Source: an optimization exercise on an open RTL-to-GDS flow (aim: small area, a short achievable clock period and few clock cycles). Production flows keep margins and buffers that such runs may drop. In this exercise RTL edits were held to simulation tests only and were not proved equivalent to the original. No activity file was given, so power comes from the tool's default toggle rates.

$ cat design/flow/design.v
package stp_pkg;
  localparam int REQ_W        = 3;
  localparam int VEL_W        = 24;
  localparam int VAL_W        = 32;
  localparam int POS_W        = 32;
  localparam int PERIOD_OUT_W = 24;
  localparam int SPR_W  = 16;
  localparam int MINP_W = 16;
  localparam int PW_W   = 8;
  localparam logic [SPR_W-1:0]  SPR_RST  = 16'd200;
  localparam logic [MINP_W-1:0] MINP_RST = 16'd100;
  localparam logic [PW_W-1:0]   PW_RST   = 8'd2;
  localparam int CFG_DATA_W = 32;
  localparam int CFG_ADDR_W = 4;
  localparam int REG_IDX_W  = 2;
  localparam logic [REG_IDX_W-1:0] REG_SPR  = 2'd0;
  localparam logic [REG_IDX_W-1:0] REG_MINP = 2'd1;
  localparam logic [REG_IDX_W-1:0] REG_PW   = 2'd2;
  localparam int PERIOD_BITS_DEF = 24;
  localparam int DEN_W           = SPR_W + VEL_W;
  localparam int DVS_W           = DEN_W + 1;
  localparam logic [DEN_W-1:0] TWO_TICKS_Q16 = 40'd131072000000;
  localparam int ENTRY_W     = 3 + 1 + VEL_W + VAL_W;
  localparam int QUEUE_DEPTH = 2;
  localparam logic [REQ_W-1:0] REQ_TICK    = 3'd0;
  localparam logic [REQ_W-1:0] REQ_VEL     = 3'd1;
  localparam logic [REQ_W-1:0] REQ_MOVE_AB = 3'd2;
  localparam logic [REQ_W-1:0] REQ_MOVE_RL = 3'd3;
  localparam logic [REQ_W-1:0] REQ_ENABLE  = 3'd4;
  localparam logic [REQ_W-1:0] REQ_DISABLE = 3'd5;
  typedef logic [2:0] cmd_t;
  localparam cmd_t CMD_NOP      = 3'd0;
  localparam cmd_t CMD_TICK     = 3'd1;
  localparam cmd_t CMD_RUN      = 3'd2;
  localparam cmd_t CMD_HALT     = 3'd3;
  localparam cmd_t CMD_MOVE_ABS = 3'd4;
  localparam cmd_t CMD_MOVE_REL = 3'd5;
  localparam cmd_t CMD_ENABLE   = 3'd6;
  localparam cmd_t CMD_DISABLE  = 3'd7;
  typedef struct packed {
    cmd_t             cmd;
    logic             fwd;
    logic [VEL_W-1:0] mag;
    logic [VAL_W-1:0] value;
  } q_entry_t;
  typedef struct packed {
    logic [SPR_W-1:0]  spr;
    logic [MINP_W-1:0] min_period;
    logic [PW_W-1:0]   pulse_width;
  } cfg_t;
endpackage
module stepper_step_pulse_generator #(
  parameter int PERIOD_BITS = 24
) (
  input  logic        clk,
  input  logic        rst_n,
  input  logic        in_valid,
  output logic        in_ready,
  input  logic [2:0]  in_req_type,
  input  logic [23:0] in_velocity,
  input  logic [31:0] in_step_value,
  output logic        out_valid,
  input  logic        out_ready,
  output logic        out_step_level,
  output logic        out_dir_level,
  output logic        out_enable_n,
  output logic [31:0] out_position,
  output logic        out_is_moving,
  output logic [23:0] out_period_out,
  input  logic        psel,
  input  logic        penable,
  input  logic        pwrite,
  input  logic [3:0]  paddr,
  input  logic [31:0] pwdata,
  output logic [31:0] prdata,
  output logic        pready
);
  localparam logic [36:0] TWO_N = 37'h1E84800000;   
  localparam logic [36:0] K_RST = 37'd655360000;     
  logic [15:0] spr_r, minp_r;
  logic [7:0]  pw_r;
  logic        spr_wr;
  logic [36:0] k_r;
  logic        kbusy_r;
  logic [23:0] r_r;
  logic [24:0] q_r;
  logic [5:0]  it_r;
  logic        kfirst;
  logic        fslow_r, frun_r, ffin_r, fdone_r, ovf_r, dbit_r;
  logic [31:0] pos_r, tgt_r;
  logic        seek_r, dir_r, moving_r, en_n_r, step_r;
  logic [23:0] period_r, rem_r;
  logic [7:0]  pulse_r;
  logic        out_valid_r;
  assign pready = !kbusy_r || (it_r == 6'd21) || (it_r == 6'd5);
  assign spr_wr = psel && !penable && pwrite && (paddr[3:2] == 2'd0);
  always_ff @(posedge clk) begin
    if (!rst_n) begin
      spr_r  <= 16'd200;
      minp_r <= 16'd100;
      pw_r   <= 8'd2;
    end else begin
      if (spr_wr) spr_r <= pwdata[15:0];
      if (psel && penable && pwrite) begin
        case (paddr[3:2])
          2'd1: minp_r <= pwdata[15:0];
          2'd2: pw_r   <= pwdata[7:0];
          default: ;
        endcase
      end
    end
  end
  logic [1:0] rsel_r;
  always_ff @(posedge clk) if (psel && !penable) rsel_r <= paddr[3:2];
  always_comb begin
    case (rsel_r)
      2'd0:    prdata = {16'd0, spr_r};
      2'd1:    prdata = {16'd0, minp_r};
      2'd2:    prdata = {24'd0, pw_r};
      default: prdata = 32'd0;
    endcase
  end
  logic [5:0]  a_r, b_r;        
  logic        sv_r, tld_r;     
  logic [2:0]  sc_r;            
  logic        srun_r;          
  logic        sfwd_r;          
  logic [23:0] sm_r;            
  logic [31:0] sval_r;
  logic in_tick, tick_in, cmd_in, accept, out_free, exec_tick, exec_cmd;
  logic vneg, vzero, run_in, s_move, s_rel, run_move, s_ready, f_start;
  logic tick_ok_r, azero_r, pend_r;
  logic [5:0] a_nx, b_nx;
  logic       sv_nx;
  assign in_tick   = (in_req_type == 3'd0);
  assign in_ready  = in_tick ? tick_ok_r : !sv_r;
  assign accept    = in_valid && in_ready;
  assign tick_in   = accept && in_tick;
  assign cmd_in    = accept && !in_tick;
  assign vneg      = in_velocity[23];
  assign vzero     = (in_velocity == 24'd0);
  assign s_move    = (sc_r[2:1] == 2'b01);
  assign s_rel     = sc_r[0];
  assign run_move  = s_move && srun_r;
  assign s_ready   = !srun_r || (fdone_r && (tld_r || !run_move));
  assign out_free  = !out_valid_r || out_ready;
  assign exec_tick = out_free && !azero_r;
  assign exec_cmd  = out_free && azero_r && sv_r && s_ready;
  assign run_in    = (in_req_type == 3'd1) ? !vzero
                   : (in_req_type[2:1] == 2'b01) ? (!vneg && !vzero) : 1'b0;
  always_comb begin
    if (exec_cmd) begin
      a_nx  = b_r + {5'd0, tick_in};
      b_nx  = '0;
      sv_nx = 1'b0;
    end else begin
      a_nx  = a_r - {5'd0, exec_tick} + {5'd0, tick_in && !sv_r};
      b_nx  = b_r + {5'd0, tick_in && sv_r};
      sv_nx = sv_r || cmd_in;
    end
  end
  logic go_nx;
  assign go_nx = (cmd_in ? run_in : pend_r) && !(kbusy_r && it_r != 6'd0) && !spr_wr;
  always_ff @(posedge clk) begin
    if (!rst_n) begin
      a_r       <= '0;
      b_r       <= '0;
      sv_r      <= 1'b0;
      azero_r   <= 1'b1;
      tick_ok_r <= 1'b1;
      pend_r    <= 1'b0;
      f_start   <= 1'b0;
    end else begin
      a_r       <= a_nx;
      b_r       <= b_nx;
      sv_r      <= sv_nx;
      azero_r   <= (a_nx == 6'd0);
      tick_ok_r <= sv_nx ? (b_nx != 6'd63) : (a_nx != 6'd63);
      pend_r    <= (cmd_in ? run_in : pend_r) && !go_nx;
      f_start   <= go_nx;
    end
  end
  always_ff @(posedge clk) begin
    if (cmd_in) begin
      sc_r   <= in_req_type;
      srun_r <= run_in;
      sfwd_r <= !vneg;
      sm_r   <= in_velocity ^ {24{!vneg}};
      sval_r <= in_step_value;
    end
  end
  logic [24:0] t_in, b_op;
  logic        cin, qbit, dbit, fast;
  logic [25:0] diff;
  always_comb begin
    if (f_start)                          t_in = {1'b0, k_r[31:8]};         
    else if (fslow_r)                     t_in = {12'd0, k_r[36:24]};       
    else if (kfirst)                      t_in = 25'd1;                     
    else                                  t_in = {r_r, dbit_r};
  end
  logic [5:0] it_nx;
  assign dbit = kbusy_r ? TWO_N[it_nx] : k_r[it_nx];
  assign b_op = kbusy_r ? {9'h1FF, ~spr_r} : {1'b1, sm_r};
  assign cin  = kbusy_r || sfwd_r;
  assign diff = {1'b0, t_in} + {b_op[24], b_op} + {25'd0, cin};
  assign qbit = !diff[25];
  assign fast = (k_r[36:32] == 5'd0) && !qbit;
  always_comb begin
    if (spr_wr)                          it_nx = 6'd36;
    else if (kbusy_r)                    it_nx = it_r - 6'd1;
    else if (f_start)                    it_nx = 6'd7;
    else if (fslow_r)                    it_nx = 6'd23;
    else if (frun_r)                     it_nx = it_r - 6'd1;
    else                                 it_nx = it_r;
  end
  logic [24:0] q_rnd;
  logic [15:0] lo;
  logic        sat;
  logic [23:0] newp;
  assign q_rnd = {1'b0, q_r[24:1]} + {24'd0, q_r[0]};
  assign sat   = q_rnd[24] || ovf_r || (spr_r == 16'd0);
  assign lo    = (minp_r == 16'd0) ? 16'd1 : minp_r;
  assign newp  = sat ? 24'hFFFFFF : (q_rnd[23:0] < {8'd0, lo}) ? {8'd0, lo} : q_rnd[23:0];
  always_ff @(posedge clk) begin
    if (!rst_n) begin
      kbusy_r <= 1'b0;
      kfirst  <= 1'b0;
      fslow_r <= 1'b0;
      frun_r  <= 1'b0;
      ffin_r  <= 1'b0;
      fdone_r <= 1'b0;
      k_r     <= K_RST;
    end else begin
      dbit_r <= dbit;
      it_r   <= it_nx;
      if (spr_wr) begin
        kbusy_r <= 1'b1;
        kfirst  <= 1'b1;
      end else if (kbusy_r) begin
        kfirst <= 1'b0;
        r_r  <= qbit ? diff[23:0] : t_in[23:0];
        k_r  <= {k_r[35:0], qbit};
        if (it_r == 6'd0) kbusy_r <= 1'b0;
      end else if (f_start) begin
        q_r     <= '0;
        ovf_r   <= 1'b0;
        r_r     <= t_in[23:0];
        frun_r  <= fast;
        fslow_r <= !fast;
      end else if (fslow_r || frun_r) begin
        r_r     <= qbit ? diff[23:0] : t_in[23:0];
        q_r     <= {q_r[23:0], qbit};
        ovf_r   <= ovf_r | (qbit & diff[24]);
        fslow_r <= 1'b0;
        frun_r  <= fslow_r || (it_r != 6'd0);
        ffin_r  <= frun_r && (it_r == 6'd0);
      end else if (ffin_r) begin
        q_r[23:0] <= newp;
        ffin_r    <= 1'b0;
        fdone_r   <= 1'b1;
      end else if (exec_cmd) begin
        fdone_r <= 1'b0;
      end
    end
  end
  logic [31:0] sum, target;
  logic        ld_tgt, eq, gt;
  logic [7:0]  pulse_dec;
  assign ld_tgt    = sv_r && run_move && azero_r && !tld_r;
  assign sum       = pos_r + (azero_r ? sval_r : {{31{!dir_r}}, 1'b1});
  assign target    = s_rel ? sum : sval_r;
  assign eq        = (pos_r == tgt_r);
  assign gt        = $signed(tgt_r) > $signed(pos_r);
  assign pulse_dec = pulse_r - 8'd1;
  always_ff @(posedge clk) begin
    if (!rst_n) begin
      pos_r       <= '0;
      tgt_r       <= '0;
      tld_r       <= 1'b0;
      seek_r      <= 1'b0;
      dir_r       <= 1'b0;
      moving_r    <= 1'b0;
      en_n_r      <= 1'b1;
      period_r    <= '0;
      pulse_r     <= '0;
      step_r      <= 1'b0;
      out_valid_r <= 1'b0;
    end else begin
      out_valid_r <= exec_tick || exec_cmd || (out_valid_r && !out_ready);
      if (ld_tgt) begin
        tgt_r <= target;
        tld_r <= 1'b1;
      end
      if (exec_tick) begin
        if (pulse_r != 8'd0) begin
          pulse_r <= pulse_dec;
          if (pulse_dec == 8'd0) step_r <= 1'b0;
        end
        if (moving_r) begin
          if (rem_r != 24'd1) begin
            rem_r <= rem_r - 24'd1;
          end else begin
            rem_r <= period_r;
            if (seek_r && eq) begin
              moving_r <= 1'b0;
              period_r <= '0;
            end else begin
              step_r  <= 1'b1;
              pulse_r <= (pw_r == 8'd0) ? 8'd1 : pw_r;
              pos_r   <= sum;
            end
          end
        end
      end
      if (exec_cmd) begin
        tld_r <= 1'b0;
        case (sc_r)
          3'd1, 3'd2, 3'd3: begin
            if (!srun_r || (run_move && eq)) begin
              moving_r <= 1'b0;
              period_r <= '0;
              tgt_r    <= pos_r;
              seek_r   <= 1'b1;
            end else begin
              seek_r   <= run_move;
              dir_r    <= run_move ? gt : sfwd_r;
              moving_r <= 1'b1;
              period_r <= q_r[23:0];
              if (q_r[23:0] != period_r) rem_r <= q_r[23:0];
            end
          end
          3'd4: en_n_r <= 1'b0;
          3'd5: begin
            moving_r <= 1'b0;
            period_r <= '0;
            en_n_r   <= 1'b1;
          end
          default: ;
        endcase
      end
    end
  end
  assign out_valid      = out_valid_r;
  assign out_step_level = step_r;
  assign out_dir_level  = dir_r;
  assign out_enable_n   = en_n_r;
  assign out_position   = pos_r;
  assign out_is_moving  = moving_r;
  assign out_period_out = period_r;
endmodule
$ cat design/flow/run.sh
#!/bin/bash
# synth_recipe.tcl (not shown) runs the flow's synth.tcl, then flattens the netlist and writes it again
# the make line also repeats each setting of config.mk as NAME=value (left out here)
make -C /OpenROAD-flow-scripts/flow DESIGN_CONFIG=/design/flow/config.mk WORK_HOME=/design/flow/orfs CLKGATE_MAP_FILE= SYNTH_SCRIPT=/design/flow/synth_recipe.tcl finish
$ cat design/flow/config.mk
export PLATFORM = sky130hd
export DESIGN_NAME = stepper_step_pulse_generator
export DESIGN_NICKNAME = stepper_step_pulse_generator
export VERILOG_FILES = /design/flow/design.v
export SDC_FILE = /design/flow/constraint.sdc
export NUM_CORES = 4
export LEC_CHECK = 0
export CAP_MARGIN = 20
export CORE_MARGIN = 2
export CORE_UTILIZATION = 65
export SETUP_SLACK_MARGIN = 4.5
export SLEW_MARGIN = 20
$ cat design/flow/constraint.sdc
create_clock -name core_clock -period 9.0 [get_ports {clk}]
set_input_delay 1.8000 -clock core_clock [delete_from_list [all_inputs] [get_ports {clk}]]
set_output_delay 1.8000 -clock core_clock [all_outputs]
set_load 0.01 [all_outputs]
==> results.py, run 1 <==
metrics = {
    "run_status": {
        "outcome": "finished clean",
    },
    "clocking": {
        "ctsHoldBuffers": 0,
        "cts.sink_count": 346,
        "numCtsBuffers": 39,
        "clockBufferDepth": 3,
        "cts_root_buffer": "clkbuf_16",
        "insertion_delay_ps": 550,
        "htreeDepth": 2,
        "cts_tree": "yes",
        "clk_pin_slew_ps": 60,
    },
    "critical_path": {
        "required_ps": 7200,
        "arrival_ps": 2610,
        "crit_start": "in_req_type[1]",
        "crit-reg2reg-launch": "azero_r",
        "worstSetupEndpointType": "output pin",
        "cp-start-kind": "primary input",
        "worstRegToRegCells": 14,
        "path_class": "in2out",
        "cp_max_fo": 4,
    },
    "sta": {
        "grt_setup_unrepaired": "no",
        "period_needed_ps": 4410,
        "hold_viol_final": 0,
        "slew_viol_final": 0,
        "fmax_mhz": 227,
        "skew_ps": 26.1,
        "finalSetupViolations": 0,
        "timing.setup.tns_ps": 0,
        "tightest_slew_ps": 1030,
        "period_share": 0.490,
        "relSlewSlack": 0.310,
    },
    "worst_hold_path": {
        "min_from": "k_r[1]",
        "hold_path_depth": 2,
        "worstHoldPathType": "reg2reg",
    },
    "cells_and_area": {
        "layout.cells.non_filler": 3210,
        "drive_gt1_frac": 0.0620,
        "fin_nets": 2961,
        "area_delta_synth_final_pct": 13.6,
    },
    "routing": {
        "drtIter0Drc": 2271,
        "final_antenna_net_count": 0,
        "drt_wl_total_mm": 66.0,
        "route.detailed.drc": 0,
        "routedWlPerCell_um": 20.6,
        "vias": 20800,
        "dr.pass1.iters": 6,
        "routed_via_density": 6.49,
    },
    "place": {
        "post-place-cells": 3133,
        "routabilityCongestion": 0.965,
        "post-dp-hpwl_mm": 46.8,
        "port_buffers": 162,
    },
    "power": {
        "power_leakage_nw": 9.91,
        "pwr_density_cell_nw_per_um2": 181,
        "irDropWorstVdd_v": 0.000220,
        "swShare": 0.316,
        "p_switching_mw": 1.45,
        "p_int_mw": 3.15,
        "clkPwrFrac": 0.335,
        "combinationalPowerShare": 0.268,
        "p_seq_frac": 0.397,
    },
    "synth": {
        "synth_compound_area_frac": 0.207,
        "synthTopCellsByCount": "nand2_1, a21oi_1, nor2_1, dfxtp_1, edfxtp_1",
        "synth_xor_area_frac": 0.0529,
        "synth_top_family_by_area": "compound AO/OA/AOI/OAI gates",
        "yosysMostFrequentCell": "nand2_1",
        "yosys_warnings": 1,
        "synthFlopType": "dfxtp_1",
        "avgSynthCellArea_um2": 8.39,
        "synthSimpleGateAreaFrac": 0.188,
        "synth-edff-count": 143,
        "yosysSeqAreaShare": 0.374,
        "synth_area_leader_cell": "edfxtp_1",
        "synthArstFlopShare": 0,
        "synth_mux_area_frac": 0.0463,
        "yosys.area_share.adder": 0.0736,
        "synth_top_cell_area_share": 0.192,
        "syn_area_um2": 22300,
        "syn_inst": 2664,
        "synth_seq_cells": 346,
        "synth_area_leaders": "edfxtp_1, dfxtp_1, ha_1, a21oi_1, nand2_1",
        "synth.distinct_cells": 88,
    },
    "global_route": {
        "grt_max_degree": 79,
        "grt_pass1_vias": 19500,
        "antenna_found_initial": 4,
        "grt_first_pass_wirelength_mm": 104,
        "gr-usage-all-layers": 0.361,
        "grt_overflow": 0,
    },
    "die": {
        "core-area_um2": 33700,
        "die_area_um2": 35900,
        "rows": 67,
        "io_pins": 197,
        "die_x_um": 189,
        "dieHeight_um": 189,
        "start_util": 0.663,
    },
    "job": {
        "drv_cap": 0,
    },
}
[worst paths after layout]
check	endpoint	slack, ps
hold / removal	k_r[2]	480
hold reg to reg	k_r[2]	480
setup / recovery	in_ready	4590
setup reg to reg	tgt_r[28]	4710
[metrics by stage]
step | instance area (µm²) | total power [mW] | hold slack (ps) | util | setup slack (ps)
finish | 25400 | 4.60 | 476 | 0.753 | 4590
global route | 25400 | 4.80 | 500 | 0.753 | 4490
CTS | 25300 | 4.57 | 470 | 0.751 | 4520
detailed placement | 24000 | 3.04 | 462 | 0.713 | 3730
global placement | 24000 | 3.00 | 452 | 0.713 | 3770
floorplan | 22400 | 2.74 | 441 | - | 4520
[power groups by stage]
stage	clock [mW]	combinational (mW)	sequential [mW]
floorplan	0	0.915	1.82
global placement	0	1.14	1.86
detailed placement	0	1.18	1.86
CTS	1.55	1.20	1.82
global route	1.60	1.36	1.83
finish	1.54	1.23	1.83
[metal layers]
| layer | routed length (µm) | track usage | vias up | share of wire |
|---|---|---|---|---|
| met5 | 40 | 0 | - | 0.00061 |
| met2 | 30400 | 0.587 | 1166 | 0.46 |
| met4 | 2470 | 0.133 | 4 | 0.037 |
| met3 | 6210 | 0.0565 | 172 | 0.094 |
| met1 | 26800 | 0.487 | 9800 | 0.41 |
| li1 | - | - | 9683 | - |
[sequential cells by signal, summed over array words and instances (netlist names), 23 cells and up]
signal	flops
k_r	37
period_r	24
pos_r	32
q_r	25
r_r	24
rem_r	24
sm_r	23
sval_r	32
tgt_r	32
[critical path, cell delays in order]
cell and delay (ps):
dlygate4sd2_1 290, nor3_4 230, nand2_1 70, o21ai_0 70, buf_2 150
[repair_timing]
| item | 4_1_cts | 5_1_grt |
|---|---|---|
| gates resized for setup | 11 | 22 |
| buffers inserted | 4 | 0 |
| setup endpoints to repair | 29 | 78 |
| pin swaps | 1 | 1 |
| hold endpoints to repair | 0 | 0 |
[cell usage in the layout, fill, tap and decap left out, types with 30 or more instances in the layout]
master and instances:
a211oi_1 38, a21o_1 79, a21oi_1 283, a22oi_1 46, buf_4 31, clkbuf_16 42, clkdlybuf4s50_1 157, dfxtp_1 200
edfxtp_1 143, ha_1 125, inv_1 110, mux2i_1 82, nand2_1 350, nand3_1 69, nand4_1 35, nor2_1 210
nor3_1 40, o211ai_1 30, o21ai_0 97, o21ai_1 43, xnor2_1 88, xor2_1 47
[cells by family after synthesis]
| family | Yosys count |
|---|---|
| fa+ha+maj | 129 |
| buf+inv | 300 |
| simple gates | 900 |
| mux | 101 |
| flops | 346 |
| compound gates | 751 |
| xor+xnor | 135 |
| other cells | 2 |
[area by class of cell]
class	count	area, µm²
clock inverters	15	73.8
flip-flops and latches	346	8370
diodes	2	5.00
inverters	115	434
multi-input cells	2033	12900
repair buffers	195	1880
fillers	2569	8310
well taps	448	561
clock buffers	56	1150
Testbench counts, summed over its fixed seeds: cycles 21,557.
==> run 2: changes to the inputs <==
--- a/design/flow/design.v
+++ b/design/flow/design.v
@@ -85,8 +85,7 @@
   logic [23:0] r_r;
   logic [24:0] q_r;
   logic [5:0]  it_r;
-  logic        kfirst;
-  logic        fslow_r, frun_r, ffin_r, fdone_r, ovf_r, dbit_r;
+  logic        frun_r, ffin_r, fdone_r, ovf_r, dbit_r;
   logic [31:0] pos_r, tgt_r;
   logic        seek_r, dir_r, moving_r, en_n_r, step_r;
   logic [23:0] period_r, rem_r;
@@ -110,16 +109,12 @@
       end
     end
   end
-  logic [1:0] rsel_r;
-  always_ff @(posedge clk) if (psel && !penable) rsel_r <= paddr[3:2];
-  always_comb begin
-    case (rsel_r)
-      2'd0:    prdata = {16'd0, spr_r};
-      2'd1:    prdata = {16'd0, minp_r};
-      2'd2:    prdata = {24'd0, pw_r};
-      default: prdata = 32'd0;
-    endcase
-  end
+  logic [2:0] rsel_r;
+  always_ff @(posedge clk)
+    if (psel && !penable)
+      rsel_r <= {paddr[3:2] == 2'd2, paddr[3:2] == 2'd1, paddr[3:2] == 2'd0};
+  assign prdata = {16'd0, ({16{rsel_r[0]}} & spr_r) | ({16{rsel_r[1]}} & minp_r)
+                          | ({16{rsel_r[2]}} & {8'd0, pw_r})};
   logic [5:0]  a_r, b_r;        
   logic        sv_r, tld_r;     
   logic [2:0]  sc_r;            
@@ -190,16 +185,13 @@
     end
   end
   logic [24:0] t_in, b_op;
-  logic        cin, qbit, dbit, fast;
+  logic        cin, qbit, dbit_f, fast, ph_top, ph_mid;
   logic [25:0] diff;
-  always_comb begin
-    if (f_start)                          t_in = {1'b0, k_r[31:8]};         
-    else if (fslow_r)                     t_in = {12'd0, k_r[36:24]};       
-    else if (kfirst)                      t_in = 25'd1;                     
-    else                                  t_in = {r_r, dbit_r};
-  end
-  logic [5:0] it_nx;
-  assign dbit = kbusy_r ? TWO_N[it_nx] : k_r[it_nx];
+  logic [5:0]  it_nx;
+  assign ph_top = (it_r == 6'd24);
+  assign ph_mid = (it_r >= 6'd8);
+  assign dbit_f = ph_top ? k_r[24] : ph_mid ? k_r[23] : k_r[7];
+  assign t_in   = f_start ? {1'b0, k_r[31:8]} : {r_r, kbusy_r ? dbit_r : dbit_f};
   assign b_op = kbusy_r ? {9'h1FF, ~spr_r} : {1'b1, sm_r};
   assign cin  = kbusy_r || sfwd_r;
   assign diff = {1'b0, t_in} + {b_op[24], b_op} + {25'd0, cin};
@@ -208,8 +200,7 @@
   always_comb begin
     if (spr_wr)                          it_nx = 6'd36;
     else if (kbusy_r)                    it_nx = it_r - 6'd1;
-    else if (f_start)                    it_nx = 6'd7;
-    else if (fslow_r)                    it_nx = 6'd23;
+    else if (f_start)                    it_nx = fast ? 6'd7 : 6'd24;
     else if (frun_r)                     it_nx = it_r - 6'd1;
     else                                 it_nx = it_r;
   end
@@ -224,36 +215,34 @@
   always_ff @(posedge clk) begin
     if (!rst_n) begin
       kbusy_r <= 1'b0;
-      kfirst  <= 1'b0;
-      fslow_r <= 1'b0;
       frun_r  <= 1'b0;
       ffin_r  <= 1'b0;
       fdone_r <= 1'b0;
       k_r     <= K_RST;
     end else begin
-      dbit_r <= dbit;
+      dbit_r <= TWO_N[it_nx];
       it_r   <= it_nx;
       if (spr_wr) begin
         kbusy_r <= 1'b1;
-        kfirst  <= 1'b1;
+        r_r     <= '0;
       end else if (kbusy_r) begin
-        kfirst <= 1'b0;
         r_r  <= qbit ? diff[23:0] : t_in[23:0];
         k_r  <= {k_r[35:0], qbit};
         if (it_r == 6'd0) kbusy_r <= 1'b0;
       end else if (f_start) begin
-        q_r     <= '0;
-        ovf_r   <= 1'b0;
-        r_r     <= t_in[23:0];
-        frun_r  <= fast;
-        fslow_r <= !fast;
-      end else if (fslow_r || frun_r) begin
-        r_r     <= qbit ? diff[23:0] : t_in[23:0];
-        q_r     <= {q_r[23:0], qbit};
-        ovf_r   <= ovf_r | (qbit & diff[24]);
-        fslow_r <= 1'b0;
-        frun_r  <= fslow_r || (it_r != 6'd0);
-        ffin_r  <= frun_r && (it_r == 6'd0);
+        q_r    <= '0;
+        ovf_r  <= 1'b0;
+        r_r    <= fast ? t_in[23:0] : {12'd0, k_r[36:25]};
+        frun_r <= 1'b1;
+      end else if (frun_r) begin
+        r_r    <= qbit ? diff[23:0] : t_in[23:0];
+        q_r    <= {q_r[23:0], qbit};
+        ovf_r  <= ovf_r | (qbit & diff[24]);
+        frun_r <= (it_r != 6'd0);
+        ffin_r <= (it_r == 6'd0);
+        if (ph_top) ;
+        else if (ph_mid) k_r[23:8]  <= {k_r[22:8], k_r[23]};
+        else             k_r[7:0]   <= {k_r[6:0], k_r[7]};
       end else if (ffin_r) begin
         q_r[23:0] <= newp;
         ffin_r    <= 1'b0;
--- a/design/flow/config.mk
+++ b/design/flow/config.mk
@@ -7,6 +7,6 @@
 export LEC_CHECK = 0
 export CAP_MARGIN = 20
 export CORE_MARGIN = 2
-export CORE_UTILIZATION = 65
+export CORE_UTILIZATION = 40
 export SETUP_SLACK_MARGIN = 4.5
 export SLEW_MARGIN = 20
==> results.py, run 2 <==
metrics = {
    "run_status": {
        "outcome": "finished clean",
    },
    "synth": {
        "synth-edff-count": 144,
        "yosys_warnings": 1,
        "synthArstFlopShare": 0,
        "synth.distinct_cells": 80,
        "avgSynthCellArea_um2": 8.63,
        "syn_inst": 2506,
        "synth_area_leaders": "edfxtp_1, dfxtp_1, ha_1, a21oi_1, nand2_1",
        "syn_area_um2": 21600,
        "synth_seq_cells": 345,
        "synth_top_cell_area_share": 0.200,
        "synth_area_leader_cell": "edfxtp_1",
        "synthTopCellsByCount": "nand2_1, a21oi_1, dfxtp_1, nor2_1, o21ai_0",
        "yosysMostFrequentCell": "nand2_1",
        "synthFlopType": "dfxtp_1",
        "yosysSeqAreaShare": 0.386,
    },
    "cells_and_area": {
        "utilization": 0.474,
        "fin_nets": 2829,
        "area_delta_synth_final_pct": 17.4,
        "largest_reg_flops": 37,
        "antenna_cells": 0,
        "final_cell_mix": "nand2_1, a21oi_1, dfxtp_1, nor2_1, clkdlybuf4s50_1",
        "drive_gt1_frac": 0.0778,
        "final_area_um2": 25400,
        "layout_commonest_cell": "nand2_1",
        "regMostFlops": "k_r",
    },
    "place": {
        "post-dp-hpwl_mm": 45.8,
        "pre_cts_slack_ps": 3150,
        "routabilityCongestion": 0.928,
        "dpl-instance-area_um2": 23700,
        "port_buffers": 162,
    },
    "sta": {
        "period_needed_ps": 4430,
        "fmax_mhz": 226,
        "slew_viol_final": 0,
        "skew_ps": 21.7,
        "finalSetupViolations": 0,
        "period_share": 0.493,
        "timing.setup.tns_ps": 0,
        "tightest_slew_ps": 1150,
        "relSlewSlack": 0.236,
        "fin_ws_ps": 4570,
        "hold_viol_final": 0,
        "grt_setup_unrepaired": "yes",
    },
    "die": {
        "start_util": 0.404,
        "die_x_um": 237,
        "dieHeight_um": 237,
        "rows": 85,
        "die_area_um2": 56000,
        "core-area_um2": 53600,
        "io_pins": 197,
    },
    "global_route": {
        "grt_max_degree": 84,
        "gr-usage-all-layers": 0.230,
        "grt_overflow": 0,
        "grt_pass1_vias": 18500,
        "grt_first_pass_wirelength_mm": 103,
        "antenna_found_initial": 4,
    },
    "power": {
        "swShare": 0.302,
        "irDropWorstVdd_v": 0.000124,
        "clkPwrFrac": 0.369,
        "pwr_density_cell_nw_per_um2": 179,
        "p_seq_frac": 0.398,
        "combinationalPowerShare": 0.233,
        "p_total_mw": 4.55,
        "p_switching_mw": 1.37,
        "p_int_mw": 3.17,
        "power_leakage_nw": 9.63,
    },
    "clocking": {
        "insertion_delay_ps": 570,
        "numCtsBuffers": 41,
        "cts_root_buffer": "clkbuf_16",
        "clockBufferDepth": 3,
        "cts_tree": "yes",
        "htreeDepth": 2,
        "cts.sink_count": 345,
        "clk_pin_slew_ps": 60,
    },
    "routing": {
        "routedWlPerCell_um": 19.8,
        "drtIter0Drc": 1532,
        "dr.pass1.iters": 6,
        "dr.max_layer_used": "met5",
        "final_antenna_net_count": 0,
        "drt_wl_total_mm": 66.0,
        "wl_met3_mm": 4.31,
        "wl_met2_mm": 30.1,
        "vias": 19300,
        "routed_via_density": 5.78,
        "route.detailed.drc": 0,
        "m1WireLength_mm": 29.3,
    },
    "worst_hold_path": {
        "worstHoldPathType": "reg2reg",
        "min_from": "k_r[0]",
    },
    "critical_path": {
        "worst-path-buf-inv": 2,
        "critPathMaxStageDelay_ps": 300,
        "cp_cell_sequence": "dlygate4sd2_1 > nor3_4 > nand2_1 > o21ai_1 > buf_2",
        "crit_start": "in_req_type[2]",
        "path_class": "in2out",
        "cp_max_fo": 3,
        "worstSetupEndpointType": "output pin",
        "critical-path-slowest-cell": "dlygate4sd2_1",
        "cp-start-kind": "primary input",
        "arrival_ps": 2630,
        "crit_family": "buffers and inverters",
        "required_ps": 7200,
        "crit-reg2reg-launch": "it_r[0]",
    },
    "job": {
        "drv_cap": 0,
    },
}
-- run 2: through the flow --
stage	std cells	hold WS, ps
CTS	3323	481
floorplan	2521	444
finish	3330	479
global route	3330	506
global placement	3239	465
detailed placement	3239	472
-- run 2: cell families after synthesis --
family          synth area share
simple gates               0.174
flops                      0.386
fa+ha+maj                 0.0743
compound gates             0.214
buf+inv                   0.0537
xor+xnor                  0.0510
other cells             0.000347
mux                       0.0469
-- run 2: power by group through the flow --
stage,clock (mW),sequential [mW],combinational (mW)
after floorplan,0,1.80,0.782
after global placement,0,1.84,0.981
after detailed placement,0,1.84,1.00
after CTS,1.71,1.81,1.03
after global routing,1.77,1.82,1.17
final,1.68,1.81,1.06
-- run 2: layout make-up --
cell class                      count  area, µm²
Inverter                          116        449
Multi-Input combinational cell   1893      12400
Tap cell                          696        871
Sequential cell                   345       8350
Clock inverter                     16        133
Clock buffer                       60       1210
Timing Repair Buffer              204       1940
Fill cell                        5149      28200
-- run 2: final timing paths --
check	endpoint	slack [ps]	depth (start not counted)
worst max-delay path	in_ready	4570	5
worst min register to register	k_r[0]	480	2
worst max register to register	dbit_r	4680	19
worst min-delay path	k_r[0]	480	2
-- run 2: metal layers --
layer,GRT usage,vias up
li1,-,9266
met1,0.307,9237
met2,0.376,618
met3,0.0381,135
met4,0.0834,8
met5,0,-
-- run 2: worst register-to-register path, stage by stage (launching register included) --
cell	delay [ps]
edfxtp_1	410
inv_1	110
ha_2	190
nor4b_4	220
nor2_1	90
nand2_1	80
nand3_1	70
o21ai_0	110
o21ai_2	100
fa_2	420
a211oi_4	280
o211ai_1	180
a32oi_2	330
o211ai_1	300
a21oi_4	280
buf_4	160
o21a_4	220
nand3_1	140
a221o_1	380
o311ai_1	80
-- run 2: repair_timing --
item                                    in CTS  in global routing
hold buffers                                 0                  0
setup buffers                                7                  7
pin swaps                                    6                 10
gates resized for setup                     37                 16
endpoints found under the hold margin        0                  0
gates cloned                                 1                  0
endpoints found under the setup margin      40                 34
Testbench counts of run 2, summed over its fixed seeds: cycles 21,557.
==> run 3: changes to the inputs <==
--- a/design/flow/design.v
+++ b/design/flow/design.v
@@ -91,7 +91,8 @@
   logic [23:0] period_r, rem_r;
   logic [7:0]  pulse_r;
   logic        out_valid_r;
-  assign pready = !kbusy_r || (it_r == 6'd21) || (it_r == 6'd5);
+  logic pready_r;
+  assign pready = pready_r;
   assign spr_wr = psel && !penable && pwrite && (paddr[3:2] == 2'd0);
   always_ff @(posedge clk) begin
     if (!rst_n) begin
@@ -170,7 +171,7 @@
       b_r       <= b_nx;
       sv_r      <= sv_nx;
       azero_r   <= (a_nx == 6'd0);
-      tick_ok_r <= sv_nx ? (b_nx != 6'd63) : (a_nx != 6'd63);
+      tick_ok_r <= (a_r < 6'd62) && (b_r < 6'd62);
       pend_r    <= (cmd_in ? run_in : pend_r) && !go_nx;
       f_start   <= go_nx;
     end
@@ -186,10 +187,9 @@
   end
   logic [24:0] t_in, b_op;
   logic        cin, qbit, dbit_f, fast, ph_top, ph_mid;
+  logic [5:0]  itk_nx;
   logic [25:0] diff;
   logic [5:0]  it_nx;
-  assign ph_top = (it_r == 6'd24);
-  assign ph_mid = (it_r >= 6'd8);
   assign dbit_f = ph_top ? k_r[24] : ph_mid ? k_r[23] : k_r[7];
   assign t_in   = f_start ? {1'b0, k_r[31:8]} : {r_r, kbusy_r ? dbit_r : dbit_f};
   assign b_op = kbusy_r ? {9'h1FF, ~spr_r} : {1'b1, sm_r};
@@ -197,6 +197,7 @@
   assign diff = {1'b0, t_in} + {b_op[24], b_op} + {25'd0, cin};
   assign qbit = !diff[25];
   assign fast = (k_r[36:32] == 5'd0) && !qbit;
+  assign itk_nx = spr_wr ? 6'd36 : it_r - 6'd1;
   always_comb begin
     if (spr_wr)                          it_nx = 6'd36;
     else if (kbusy_r)                    it_nx = it_r - 6'd1;
@@ -219,9 +220,13 @@
       ffin_r  <= 1'b0;
       fdone_r <= 1'b0;
       k_r     <= K_RST;
+      pready_r <= 1'b1;
     end else begin
-      dbit_r <= TWO_N[it_nx];
+      pready_r <= !(spr_wr || (kbusy_r && it_r != 6'd0)) || (itk_nx == 6'd21) || (itk_nx == 6'd5);
+      dbit_r <= TWO_N[itk_nx];
       it_r   <= it_nx;
+      ph_top <= (it_nx == 6'd24);
+      ph_mid <= (it_nx >= 6'd8);
       if (spr_wr) begin
         kbusy_r <= 1'b1;
         r_r     <= '0;
==> results.py, run 3 <==
metrics = {
    "synth": {
        "syn_area_um2": 21900,
        "synth_top_cell_area_share": 0.200,
        "yosysMostFrequentCell": "nand2_1",
        "synthFlopType": "dfxtp_1",
        "synthTopCellsByCount": "nand2_1, a21oi_1, nor2_1, dfxtp_1, edfxtp_1",
        "synth_area_leaders": "edfxtp_1, dfxtp_1, ha_1, a21oi_1, nand2_1",
        "avgSynthCellArea_um2": 8.74,
        "synth.distinct_cells": 90,
        "synth_seq_cells": 348,
        "yosysSeqAreaShare": 0.384,
        "synth_area_leader_cell": "edfxtp_1",
        "synthArstFlopShare": 0,
        "syn_inst": 2510,
        "synth-edff-count": 146,
        "yosys_warnings": 1,
    },
    "critical_path": {
        "critical-path-slowest-cell": "clkdlybuf4s15_1",
        "worst-path-buf-inv": 3,
        "cp.depth": 6,
        "arrival_ps": 2610,
        "r2r-end": "tgt_r[26]",
        "worstSetupEndpointType": "output pin",
        "crit_start": "in_req_type[0]",
        "crit_family": "buffers and inverters",
        "endpoint": "in_ready",
        "worstRegToRegCells": 16,
        "cp_max_fo": 4,
        "path_class": "in2out",
        "rrSetupSlack_ps": 4760,
        "cp-start-kind": "primary input",
        "required_ps": 7200,
        "crit-reg2reg-launch": "azero_r",
        "critPathMaxStageDelay_ps": 210,
        "cp_cell_sequence": "clkdlybuf4s15_1 > nor3_2 > buf_6 > nand2_1 > o21ai_2 > buf_2",
    },
    "place": {
        "routabilityCongestion": 0.924,
        "port_buffers": 162,
        "post-dp-hpwl_mm": 47.0,
    },
    "die": {
        "io_pins": 197,
        "core-area_um2": 54000,
        "start_util": 0.406,
        "die_x_um": 238,
        "die_area_um2": 56700,
        "rows": 85,
        "dieHeight_um": 238,
    },
    "job": {
        "drv_cap": 0,
    },
    "clocking": {
        "htreeDepth": 2,
        "cts_tree": "yes",
        "clockBufferDepth": 3,
        "insertion_delay_ps": 590,
        "ctsHoldBuffers": 0,
        "cts.sink_count": 348,
        "numCtsBuffers": 43,
        "clk_pin_slew_ps": 50,
        "cts_root_buffer": "clkbuf_16",
    },
    "routing": {
        "routed_via_density": 5.78,
        "route.detailed.drc": 0,
        "drtIter0Drc": 1632,
        "drt_wl_total_mm": 66.8,
        "routedWlPerCell_um": 20.1,
        "final_antenna_net_count": 0,
        "vias": 19200,
        "dr.pass1.iters": 6,
    },
    "cells_and_area": {
        "largest_reg_flops": 37,
        "fillers": 5252,
        "area_delta_synth_final_pct": 16.1,
        "drive_gt1_frac": 0.0729,
        "layout_commonest_cell": "nand2_1",
        "regMostFlops": "k_r",
        "final_cell_mix": "nand2_1, a21oi_1, nor2_1, dfxtp_1, clkdlybuf4s50_1",
        "antenna_cells": 0,
        "fin_nets": 2825,
    },
    "global_route": {
        "grt_pass1_vias": 18500,
        "grt_overflow": 0,
        "gr-usage-all-layers": 0.231,
        "grt_max_degree": 66,
        "antenna_found_initial": 4,
        "grt_first_pass_wirelength_mm": 104,
    },
    "power": {
        "power_leakage_nw": 9.80,
        "pwr_density_cell_nw_per_um2": 183,
        "irDropWorstVdd_v": 0.000127,
    },
    "sta": {
        "period_share": 0.490,
        "period_needed_ps": 4410,
        "hold_viol_final": 0,
        "slew_viol_final": 0,
        "timing.setup.tns_ps": 0,
        "relSlewSlack": 0.202,
        "hold_slack_ps": 467,
        "tightest_slew_ps": 1190,
        "finalSetupViolations": 0,
        "fmax_mhz": 227,
        "skew_ps": 34.3,
        "grt_setup_unrepaired": "no",
    },
    "worst_hold_path": {
        "worstHoldPathType": "reg2reg",
        "hold_path_depth": 2,
    },
    "run_status": {
        "outcome": "finished clean",
    },
}
==> run 3: changes by cell type in the layout (fill, tap and decap cells not counted), sizes merged, moves of 9 or more <==
cell | previous run | this run
a21o | 82 | 70
a211oi | 52 | 38
and2 | 19 | 10
a21oi | 223 | 237
xnor2 | 80 | 92
nand2 | 293 | 266
nor2 | 192 | 215
o211ai | 25 | 35
inv | 115 | 125
o21ai | 150 | 141
==> run 3: what timing repair did <==
| action | 4_1_cts | 5_1_grt |
|---|---|---|
| gates cloned | 1 | 0 |
| endpoints found under the setup margin | 55 | 58 |
| buffers inserted | 2 | 4 |
| pin swaps | 3 | 2 |
| resized for setup | 16 | 19 |
| endpoints found under the hold margin | 0 | 0 |
==> run 3: per-stage QoR <==
step	utilization	total power [mW]	instances	instance area, µm²	setup WS (ps)
2_1_floorplan	-	2.58	2525	22000	4590
3_3_place_gp	0.441	2.82	3241	23900	3410
3_5_place_dp	0.441	2.84	3241	23900	3350
4_1_cts	0.470	4.69	3324	25400	4400
5_1_grt	0.472	4.89	3328	25500	4510
6_report	0.472	4.67	3328	25500	4590
==> run 3: area by class of cell <==
class                   instances  area [µm²]  area share
clock inverters                23         307      0.0120
well taps                     696         871      0.0342
repair buffers                198        1900      0.0746
inverters                     126         478      0.0188
flip-flops and latches        348        8430       0.331
clock buffers                  57        1190      0.0468
multi-input cells            1880       12300       0.483
==> run 3: per-layer routing <==
| layer | vias to the layer above | global-route usage | wire length [µm] | part of all wire |
|---|---|---|---|---|
| met5 | - | 0 | 43 | 0.00064 |
| met4 | 8 | 0.0919 | 2420 | 0.036 |
| met3 | 144 | 0.0359 | 3840 | 0.058 |
| met2 | 639 | 0.381 | 30900 | 0.46 |
| met1 | 9191 | 0.303 | 29600 | 0.44 |
| li1 | 9261 | - | - | - |
==> run 3: kinds of logic (layout without fill, tap and decap cells) <==
kind of cell,after synthesis,after routing,share of synthesized area
AO/OA/AOI/OAI,714,715,0.207
XOR/XNOR,137,137,0.0547
adder cells (fa/ha/maj),126,126,0.0732
buffers and inverters,298,404,0.0639
flip-flops,348,348,0.384
multiplexers,98,98,0.0467
other,2,17,0.000342
AND/OR/NAND/NOR,787,787,0.170
==> run 3: worst min path at each step <==
| stage | to | from | slack (ps) |
|---|---|---|---|
| 2_1_floorplan | tld_r | tld_r | 440 |
| 3_3_place_gp | tld_r | tld_r | 460 |
| 3_5_place_dp | k_r[36] | k_r[36] | 460 |
| 4_1_cts | k_r[36] | k_r[36] | 470 |
| 5_1_grt | k_r[36] | k_r[36] | 480 |
| 6_report | k_r[36] | k_r[36] | 470 |
==> run 3: worst reg2reg max path, stage by stage, from the launching register on <==
cell and delay (ps):
dfxtp_1 300, buf_4 270, nor2_2 140, buf_4 380
a21o_1 190, inv_1 70, fa_1 430, nor2b_1 130
o21a_1 140, o21ai_0 160, a211o_1 360, a21oi_1 340
o221ai_1 250, o21bai_1 250, xor2_1 260, a21boi_0 120
a2111oi_0 350
==> run 3: where the power goes <==
group          internal [mW]  total (mW)  switching, mW
registers               1.74        1.82         0.0775
clock network           1.11        1.84          0.725
logic                  0.429        1.01          0.584
total                   3.28        4.67           1.39
Testbench counts of run 3, summed over its fixed seeds: cycles 21,557.
==> run 4: changes to the inputs <==
--- a/design/flow/config.mk
+++ b/design/flow/config.mk
@@ -8,5 +8,5 @@
 export CAP_MARGIN = 20
 export CORE_MARGIN = 2
 export CORE_UTILIZATION = 40
-export SETUP_SLACK_MARGIN = 4.5
+export SETUP_SLACK_MARGIN = 4.8
 export SLEW_MARGIN = 20
==> results.py, run 4 <==
metrics = {
    "run_status": {
        "outcome": "finished clean",
    },
    "synth": {
        "synthTopCellsByCount": "nand2_1, a21oi_1, nor2_1, dfxtp_1, edfxtp_1",
        "avgSynthCellArea_um2": 8.74,
        "synth_area_leader_cell": "edfxtp_1",
        "synth_area_leaders": "edfxtp_1, dfxtp_1, ha_1, a21oi_1, nand2_1",
        "synth.distinct_cells": 90,
        "synth-edff-count": 146,
        "yosys_warnings": 1,
        "synthFlopType": "dfxtp_1",
        "syn_inst": 2510,
        "yosysMostFrequentCell": "nand2_1",
        "syn_area_um2": 21900,
        "yosysSeqAreaShare": 0.384,
        "synth_top_cell_area_share": 0.200,
        "synthArstFlopShare": 0,
        "synth_seq_cells": 348,
    },
    "global_route": {
        "grt_max_degree": 82,
        "antenna_found_initial": 0,
        "gr-usage-all-layers": 0.228,
        "grt_first_pass_wirelength_mm": 104,
        "grt_pass1_vias": 18700,
        "grt_overflow": 0,
    },
    "die": {
        "dieHeight_um": 238,
        "die_area_um2": 56700,
        "io_pins": 197,
        "start_util": 0.406,
        "rows": 85,
        "die_x_um": 238,
        "core-area_um2": 54000,
    },
    "place": {
        "port_buffers": 162,
        "post-dp-hpwl_mm": 46.2,
        "routabilityCongestion": 0.911,
        "post-place-cells": 3239,
        "dpl-instance-area_um2": 23900,
    },
    "clocking": {
        "cts.sink_count": 348,
        "clockBufferDepth": 3,
        "numCtsBuffers": 43,
        "cts_tree": "yes",
        "insertion_delay_ps": 580,
        "clk_pin_slew_ps": 60,
        "htreeDepth": 2,
        "ctsHoldBuffers": 0,
        "cts_root_buffer": "clkbuf_16",
    },
    "cells_and_area": {
        "fillers": 5152,
        "largest_reg_flops": 37,
        "fin_nets": 2835,
        "regMostFlops": "k_r",
        "layout.cells.non_filler": 3335,
        "antenna_cells": 0,
        "final_cell_mix": "nand2_1, a21oi_1, nor2_1, dfxtp_1, clkdlybuf4s50_1",
        "layout_commonest_cell": "nand2_1",
        "final_area_um2": 25600,
        "area_delta_synth_final_pct": 16.6,
        "drive_gt1_frac": 0.0811,
    },
    "sta": {
        "period_needed_ps": 4180,
        "tightest_slew_ps": 1020,
        "timing.setup.tns_ps": 0,
        "relSlewSlack": 0.316,
        "period_share": 0.465,
        "grt_setup_unrepaired": "yes",
        "hold_viol_final": 0,
        "fmax_mhz": 239,
        "slew_viol_final": 0,
        "finalSetupViolations": 0,
        "skew_ps": 20.5,
    },
    "power": {
        "power_leakage_nw": 9.86,
        "pwr_density_cell_nw_per_um2": 180,
        "irDropWorstVdd_v": 0.000128,
    },
    "critical_path": {
        "crit_family": "simple AND/OR/NAND/NOR gates",
        "cp-start-kind": "primary input",
        "critical-path-slowest-cell": "nor3_4",
        "required_ps": 7200,
        "cp_max_fo": 3,
        "critPathMaxStageDelay_ps": 200,
        "worstSetupEndpointType": "output pin",
        "cp_cell_sequence": "buf_8 > nor3_4 > nand2_1 > o21ai_1 > buf_2",
        "path_class": "in2out",
        "arrival_ps": 2380,
        "worst-path-buf-inv": 2,
    },
    "routing": {
        "final_antenna_net_count": 0,
        "dr.max_layer_used": "met4",
        "m1WireLength_mm": 29.3,
        "dr.pass1.iters": 6,
        "wl_met2_mm": 31.0,
        "route.detailed.drc": 0,
        "drtIter0Drc": 1675,
        "wl_met3_mm": 3.94,
        "drt_wl_total_mm": 66.1,
        "routedWlPerCell_um": 19.8,
        "routed_via_density": 5.79,
        "vias": 19300,
    },
    "job": {
        "drv_cap": 0,
    },
    "worst_hold_path": {
        "worstHoldPathType": "reg2reg",
    },
}
run 4: cell counts after synthesis:
Identical to the previous run, type by type.
run 4: logic make-up (layout without fill, tap and decap cells):
group,after synthesis,count (layout),share of synthesized area
and+or+nand+nor,787,787,0.170
other,2,17,0.000342
DFF,348,348,0.384
muxes,98,98,0.0467
xor gates and xnor gates,137,137,0.0547
AOI/OAI and AO/OA,714,714,0.207
buffers and inverters,298,412,0.0639
adders and majority gates,126,126,0.0732
run 4: path summary, 6_finish.rpt:
kind	startpoint	end	slack [ps]	cells after the start
worst min-delay path	minp_r[0]	minp_r[0]	480	2
worst max register to register	q_r[4]	q_r[6]	5020	15
worst max-delay path	in_req_type[0]	in_ready	4820	5
worst min register to register	minp_r[0]	minp_r[0]	480	2
run 4: timing repair:
action / in CTS / in global routing
resized for setup: 27 / 40
pin swaps: 4 / 8
cloned: 0 / 0
setup buffers: 8 / 10
endpoints found under the setup margin: 77 / 74
run 4: area by class of cell:
type                    count  area, µm²  area share
multi-input cells        1879      12400       0.484
flip-flops and latches    348       8430       0.329
repair buffers            209       2020      0.0788
clock buffers              58       1240      0.0483
well taps                 696        871      0.0340
inverters                 126        483      0.0189
clock inverters            19        155     0.00607
run 4: per-layer routing:
layer / global-route usage / vias to the layer above
met5: 0 / -
met4: 0.0765 / 0
met3: 0.0311 / 116
met2: 0.376 / 584
met1: 0.308 / 9340
li1: - / 9263
run 4: per-stage QoR:
stage                     hold slack [ps]   util  setup WS, ps  total power [mW]
after floorplan                       441      -          4820              2.59
after global placement                458  0.442          3830              2.82
after detailed placement              470  0.442          3830              2.85
after CTS                             479  0.470          4570              4.61
after global routing                  505  0.473          4740              4.83
final                                 479  0.473          4820              4.59
run 4: report_power, final:
| part | total (mW) | switching, mW | internal (mW) |
|---|---|---|---|
| Sequential | 1.82 | 0.0780 | 1.74 |
| Combinational | 1.04 | 0.597 | 0.443 |
| Clock | 1.73 | 0.712 | 1.02 |
run 4: worst register-to-register path: stages, from the launching register on:
cell and delay [ps]:
edfxtp_1 550, and4_4 310, nand4_4 150, nor2_4 170, nand3_1 120, xnor2_1 240
ha_1 280, a21oi_1 150, nor2b_1 60, o21ai_0 230, o21ai_0 140, nor3_1 180
o211ai_1 110, or4_4 600, mux2i_1 280, a221oi_1 110
==> run 5: changes to the inputs <==
--- a/design/flow/config.mk
+++ b/design/flow/config.mk
@@ -8,5 +8,5 @@
 export CAP_MARGIN = 20
 export CORE_MARGIN = 2
 export CORE_UTILIZATION = 40
-export SETUP_SLACK_MARGIN = 4.8
+export SETUP_SLACK_MARGIN = 5.0
 export SLEW_MARGIN = 20
==> results.py, run 5 <==
metrics = {
    "power": {
        "clkPwrFrac": 0.373,
        "p_switching_mw": 1.43,
        "irDropWorstVdd_v": 0.000116,
        "power_leakage_nw": 10.0,
        "p_int_mw": 3.24,
        "p_total_mw": 4.67,
        "p_seq_frac": 0.390,
        "pwr_density_cell_nw_per_um2": 179,
        "swShare": 0.306,
        "combinationalPowerShare": 0.236,
    },
    "clocking": {
        "cts_root_buffer": "clkbuf_16",
        "cts_tree": "yes",
        "ctsHoldBuffers": 0,
        "clk_pin_slew_ps": 60,
        "insertion_delay_ps": 590,
        "cts.sink_count": 348,
        "numCtsBuffers": 42,
        "clockBufferDepth": 3,
        "htreeDepth": 2,
    },
    "global_route": {
        "grt_overflow": 0,
        "gr-usage-all-layers": 0.235,
        "grt_first_pass_wirelength_mm": 106,
        "grt_max_degree": 70,
        "antenna_found_initial": 3,
        "grt_pass1_vias": 18800,
    },
    "synth": {
        "syn_inst": 2510,
        "synth_seq_cells": 348,
        "synthFlopType": "dfxtp_1",
        "avgSynthCellArea_um2": 8.74,
        "synth_area_leader_cell": "edfxtp_1",
        "synthArstFlopShare": 0,
        "synth_area_leaders": "edfxtp_1, dfxtp_1, ha_1, a21oi_1, nand2_1",
        "yosysMostFrequentCell": "nand2_1",
        "yosysSeqAreaShare": 0.384,
        "synthTopCellsByCount": "nand2_1, a21oi_1, nor2_1, dfxtp_1, edfxtp_1",
        "synth.distinct_cells": 90,
        "yosys_warnings": 1,
        "syn_area_um2": 21900,
        "synth_top_cell_area_share": 0.200,
        "synth-edff-count": 146,
    },
    "critical_path": {
        "worstSetupEndpointType": "output pin",
        "required_ps": 7200,
        "arrival_ps": 2500,
        "path_class": "in2out",
        "critical-path-slowest-cell": "nor3_4",
        "cp_max_fo": 3,
        "worstRegToRegCells": 15,
        "critPathMaxStageDelay_ps": 210,
        "cp_cell_sequence": "buf_8 > nor3_4 > buf_12 > nand2_4 > o21ai_2 > buf_2",
        "cp-start-kind": "primary input",
    },
    "cells_and_area": {
        "fin_nets": 2859,
        "utilization": 0.483,
        "area_delta_synth_final_pct": 18.9,
        "seq_area_um2": 8430,
        "layout_commonest_cell": "nand2_1",
        "regMostFlops": "k_r",
        "multi_input_area_um2": 12600,
        "largest_reg_flops": 37,
        "fillers": 5139,
        "drive_gt1_frac": 0.108,
        "final_cell_mix": "nand2_1, a21oi_1, nor2_1, dfxtp_1, clkdlybuf4s50_1",
    },
    "routing": {
        "route.detailed.drc": 0,
        "dr.pass1.iters": 8,
        "vias": 19600,
        "drt_wl_total_mm": 68.7,
        "drtIter0Drc": 1603,
        "routedWlPerCell_um": 20.4,
        "routed_via_density": 5.84,
        "final_antenna_net_count": 0,
    },
    "worst_hold_path": {
        "hold_path_depth": 2,
        "worstHoldPathType": "reg2reg",
    },
    "place": {
        "post-dp-hpwl_mm": 47.3,
        "port_buffers": 162,
        "routabilityCongestion": 0.953,
    },
    "sta": {
        "grt_setup_unrepaired": "yes",
        "tightest_slew_ps": 1040,
        "timing.setup.tns_ps": 0,
        "fmax_mhz": 233,
        "skew_ps": 23.6,
        "slew_viol_final": 0,
        "finalSetupViolations": 0,
        "hold_viol_final": 0,
        "relSlewSlack": 0.306,
        "period_share": 0.478,
        "period_needed_ps": 4300,
    },
    "die": {
        "io_pins": 197,
        "die_area_um2": 56700,
        "dieHeight_um": 238,
        "core-area_um2": 54000,
        "rows": 85,
        "start_util": 0.406,
        "die_x_um": 238,
    },
    "run_status": {
        "outcome": "finished clean",
    },
    "job": {
        "drv_cap": 0,
    },
}
[run 5: cell counts after synthesis]
Identical to the previous run, type by type.
[run 5: worst paths after layout]
check                 start  endpoint  slack (ps)
max          in_req_type[2]  in_ready        4700
min reg2reg         k_r[36]   k_r[36]         480
min                 k_r[36]   k_r[36]         480
max reg2reg          q_r[1]    q_r[9]        5140
[run 5: power by group through the flow]
stage / registers (mW) / clock network, mW / logic [mW]
6_report: 1.82 / 1.74 / 1.10
5_1_grt: 1.83 / 1.84 / 1.22
4_1_cts: 1.82 / 1.78 / 1.04
3_5_place_dp: 1.86 / 0 / 0.998
3_3_place_gp: 1.85 / 0 / 0.980
2_1_floorplan: 1.81 / 0 / 0.778
[run 5: stage by stage]
stage	hold WS (ps)	setup slack, ps	std cells	area [µm²]
floorplan	441	4840	2525	22100
global placement	454	3380	3241	23900
detailed placement	473	3360	3241	23900
CTS	479	4670	3339	25600
global route	497	4660	3360	26100
finish	477	4700	3361	26100
[run 5: critical path, delay by kind of cell]
| kind | cells | cell delay, ps |
|---|---|---|
| AOI/OAI and AO/OA | 1 | 50 |
| and+or+nand+nor | 2 | 250 |
| buffers and inverters | 3 | 400 |
[run 5: what timing repair did]
item | 4_1_cts | 5_1_grt
endpoints found under the hold margin | 0 | 0
cloned | 4 | 2
pin swaps | 15 | 20
endpoints found under the setup margin | 131 | 118
resized for setup | 67 | 74
buffers inserted | 17 | 19
[run 5: final cells by class]
class	instances	area share
flip-flops and latches	348	0.323
diodes	1	0.0000960
multi-input cells	1883	0.485
repair buffers	229	0.0857
inverters	126	0.0189
clock inverters	16	0.00662
well taps	696	0.0334
clock buffers	61	0.0470
repair inverters	1	0.000192
[run 5: metal layers]
metal,track usage,share of wire
met1,0.305,0.42
met2,0.399,0.47
met3,0.0403,0.072
met4,0.0742,0.031
met5,0,0.00039
[run 5: cells by family after synthesis]
| kind of cell | Yosys count | synth area share |
|---|---|---|
| buffers and inverters | 298 | 0.0639 |
| AO/OA/AOI/OAI | 714 | 0.207 |
| other | 2 | 0.000342 |
| multiplexers | 98 | 0.0467 |
| AND/OR/NAND/NOR | 787 | 0.170 |
| adder cells (fa/ha/maj) | 126 | 0.0732 |
| XOR/XNOR | 137 | 0.0547 |
| flip-flops | 348 | 0.384 |
==> run 6: changes to the inputs <==
--- a/design/flow/config.mk
+++ b/design/flow/config.mk
@@ -7,6 +7,6 @@
 export LEC_CHECK = 0
 export CAP_MARGIN = 20
 export CORE_MARGIN = 2
-export CORE_UTILIZATION = 40
+export CORE_UTILIZATION = 65
 export SETUP_SLACK_MARGIN = 5.0
 export SLEW_MARGIN = 20
==> results.py, run 6 <==
metrics = {
    "run_status": {
        "outcome": "finished clean",
    },
    "routing": {
        "route.detailed.drc": 0,
        "dr.pass1.iters": 6,
        "routed_via_density": 6.51,
        "vias": 20200,
        "final_antenna_net_count": 0,
        "drt_wl_total_mm": 66.5,
        "drtIter0Drc": 2091,
        "routedWlPerCell_um": 21.4,
    },
    "synth": {
        "syn_inst": 2510,
        "yosys_warnings": 1,
        "synth.distinct_cells": 90,
        "synth_seq_cells": 348,
        "yosysMostFrequentCell": "nand2_1",
        "syn_area_um2": 21900,
        "yosysSeqAreaShare": 0.384,
        "synth_area_leader_cell": "edfxtp_1",
        "synth_top_cell_area_share": 0.200,
        "avgSynthCellArea_um2": 8.74,
        "synth_area_leaders": "edfxtp_1, dfxtp_1, ha_1, a21oi_1, nand2_1",
        "synthTopCellsByCount": "nand2_1, a21oi_1, nor2_1, dfxtp_1, edfxtp_1",
        "synth-edff-count": 146,
        "synthFlopType": "dfxtp_1",
        "synthArstFlopShare": 0,
    },
    "worst_hold_path": {
        "min_from": "minp_r[0]",
        "hold_path_depth": 2,
        "worstHoldPathType": "reg2reg",
    },
    "clocking": {
        "numCtsBuffers": 40,
        "ctsHoldBuffers": 0,
        "cts.sink_count": 348,
        "cts_tree": "yes",
        "cts_root_buffer": "clkbuf_16",
        "htreeDepth": 2,
        "clockBufferDepth": 3,
        "clk_pin_slew_ps": 60,
        "insertion_delay_ps": 550,
    },
    "place": {
        "post-dp-hpwl_mm": 45.4,
        "routabilityCongestion": 0.956,
        "port_buffers": 162,
    },
    "sta": {
        "fmax_mhz": 233,
        "timing.setup.tns_ps": 0,
        "period_share": 0.478,
        "skew_ps": 14.0,
        "slew_viol_final": 0,
        "hold_viol_final": 0,
        "finalSetupViolations": 0,
        "grt_setup_unrepaired": "yes",
        "tightest_slew_ps": 1030,
        "period_needed_ps": 4300,
        "relSlewSlack": 0.312,
    },
    "critical_path": {
        "endpoint": "in_ready",
        "cp-start-kind": "primary input",
        "worstRegToRegCells": 16,
        "rrSetupSlack_ps": 5100,
        "critPathMaxStageDelay_ps": 280,
        "crit_family": "simple AND/OR/NAND/NOR gates",
        "path_class": "in2out",
        "required_ps": 7200,
        "cp_max_fo": 4,
        "crit-reg2reg-launch": "q_r[0]",
        "cp_cell_sequence": "buf_12 > nor3_4 > nand2_1 > o21ai_1 > buf_2",
        "r2r-end": "q_r[12]",
        "critical-path-slowest-cell": "nor3_4",
        "crit_start": "in_req_type[1]",
        "worstSetupEndpointType": "output pin",
        "arrival_ps": 2500,
        "worst-path-buf-inv": 2,
        "cp.depth": 5,
    },
    "die": {
        "start_util": 0.658,
        "core-area_um2": 33400,
        "die_area_um2": 35200,
        "rows": 67,
        "die_x_um": 188,
        "io_pins": 197,
        "dieHeight_um": 188,
    },
    "power": {
        "irDropWorstVdd_v": 0.000207,
        "pwr_density_cell_nw_per_um2": 179,
        "power_leakage_nw": 10.0,
    },
    "global_route": {
        "grt_max_degree": 86,
        "grt_first_pass_wirelength_mm": 103,
        "gr-usage-all-layers": 0.364,
        "antenna_found_initial": 6,
        "grt_pass1_vias": 19000,
        "grt_overflow": 0,
    },
    "cells_and_area": {
        "regMostFlops": "k_r",
        "utilization": 0.767,
        "area_delta_synth_final_pct": 16.6,
        "largest_reg_flops": 37,
        "fillers": 2422,
        "drive_gt1_frac": 0.0967,
        "final_cell_mix": "nand2_1, a21oi_1, nor2_1, dfxtp_1, clkdlybuf4s50_1",
        "fin_nets": 2853,
        "layout_commonest_cell": "nand2_1",
    },
    "job": {
        "drv_cap": 0,
    },
}
-- run 6: cell count changes in the layout (fill, tap and decap cells not counted), sizes merged, moves of 2 or more --
cell,change
clkbuf,-10
clkinv,+8
dlymetal6s2s,+3
inv,-3
buf,-2
bufinv,+2
diode,+2
dlygate4sd2,-2
-- run 6: through the flow --
| step | hold slack [ps] | setup slack, ps | area, µm² | std cells | total power [mW] |
|---|---|---|---|---|---|
| final | 475 | 4700 | 25600 | 3108 | 4.59 |
| after global routing | 512 | 4640 | 25600 | 3105 | 4.78 |
| after CTS | 475 | 4690 | 25100 | 3079 | 4.53 |
| after detailed placement | 465 | 3540 | 23500 | 2989 | 2.84 |
| after global placement | 462 | 3610 | 23500 | 2988 | 2.81 |
| after floorplan | 441 | 4840 | 22100 | 2525 | 2.59 |
-- run 6: per-layer routing --
layer  share of wire  wire length [µm]  up-vias  track usage
met4           0.039              2570        6        0.134
met5         0.00078                52        -            0
met3            0.10              6920      189       0.0824
met1            0.40             26700     9687        0.485
met2            0.45             30200     1041        0.581
li1                -                 -     9306            -
-- run 6: report_power, final --
part / internal, mW / switching, mW / leakage (nW)
Combinational: 0.460 / 0.612 / 6.33
Sequential: 1.74 / 0.0839 / 3.00
Clock: 1.01 / 0.682 / 0.677
-- run 6: area by class of cell --
type	instances	area, µm²	area share
multi-input combinational	1880	12500	0.488
sequential	348	8430	0.330
clock buffer	52	1140	0.0445
antenna	3	7.51	0.000293
timing repair buffer	228	2270	0.0886
inverter	126	487	0.0190
clock inverter	22	216	0.00846
timing repair inverter	1	5.00	0.000196
tap	448	561	0.0219
-- run 6: worst min-delay path by stage --
stage,to,slack (ps)
after floorplan,tld_r,440
after global placement,k_r[36],460
after detailed placement,tld_r,470
after CTS,minp_r[0],480
after global routing,k_r[5],510
final,minp_r[0],470
-- run 6: repair_timing --
action                     4_1_cts  5_1_grt
cloned                           1        3
setup endpoints to repair      122       82
resized for setup               57       55
pin swaps                        7       14
buffers inserted                15       23
-- run 6: worst min-delay path: cells and delay by family, from the launching register on --
kind | cells | cell delay (ps)
DFF | 1 | 320
and+or+nand+nor | 1 | 60
AOI/OAI and AO/OA | 1 | 50
-- run 6: kinds of logic after synthesis --
kind of cell,share of synthesized area
AO/OA/AOI/OAI,0.207
multiplexers,0.0467
buffers and inverters,0.0639
AND/OR/NAND/NOR,0.170
adder cells (fa/ha/maj),0.0732
flip-flops,0.384
XOR/XNOR,0.0547
other,0.000342

-- what the ideal ports hide --
How much do the figures lean on ideal ports? The routed layouts below were timed once more, with nothing changed but the port constraints.
Step 1 sets driving cells, clkbuf_16 on the clock port and buf_2 on the other inputs (assumed; they add their load-dependent delay and slew).
Step 2 times the ports against the registers' clock, not the clock port: input delays grow and output delays shrink by t, the midpoint of the rising clock arrivals with the driver on.
Three values: no drivers, after step 1, after step 2; two values: the first two.
run | t (ns) | setup WS [ns] | worst hold slack (ns) | worst setup path after step 2
run 1 | 0.593 | 4.591 / 4.570 / 4.063 | 0.476 / 0.476 / 0.476 | input to register
run 2 | 0.618 | 4.566 / 4.549 / 4.077 | 0.479 / 0.479 / 0.479 | input to register
run 3 | 0.625 | 4.587 / 4.564 / 4.143 | 0.467 / 0.467 / 0.467 | input to register
run 4 | 0.621 | 4.818 / 4.778 / 4.325 | 0.479 / 0.479 / 0.479 | input to register
run 5 | 0.631 | 4.701 / 4.664 / 4.449 | 0.477 / 0.477 / 0.477 | input to register
run 6 | 0.593 | 4.701 / 4.652 / 4.469 | 0.475 / 0.475 / 0.475 | input to register
After both steps every run listed still meets setup and hold. For run 1, which loses most, drivers alone change the setup slack by -0.021 ns; drivers and shift together by -0.528 ns.
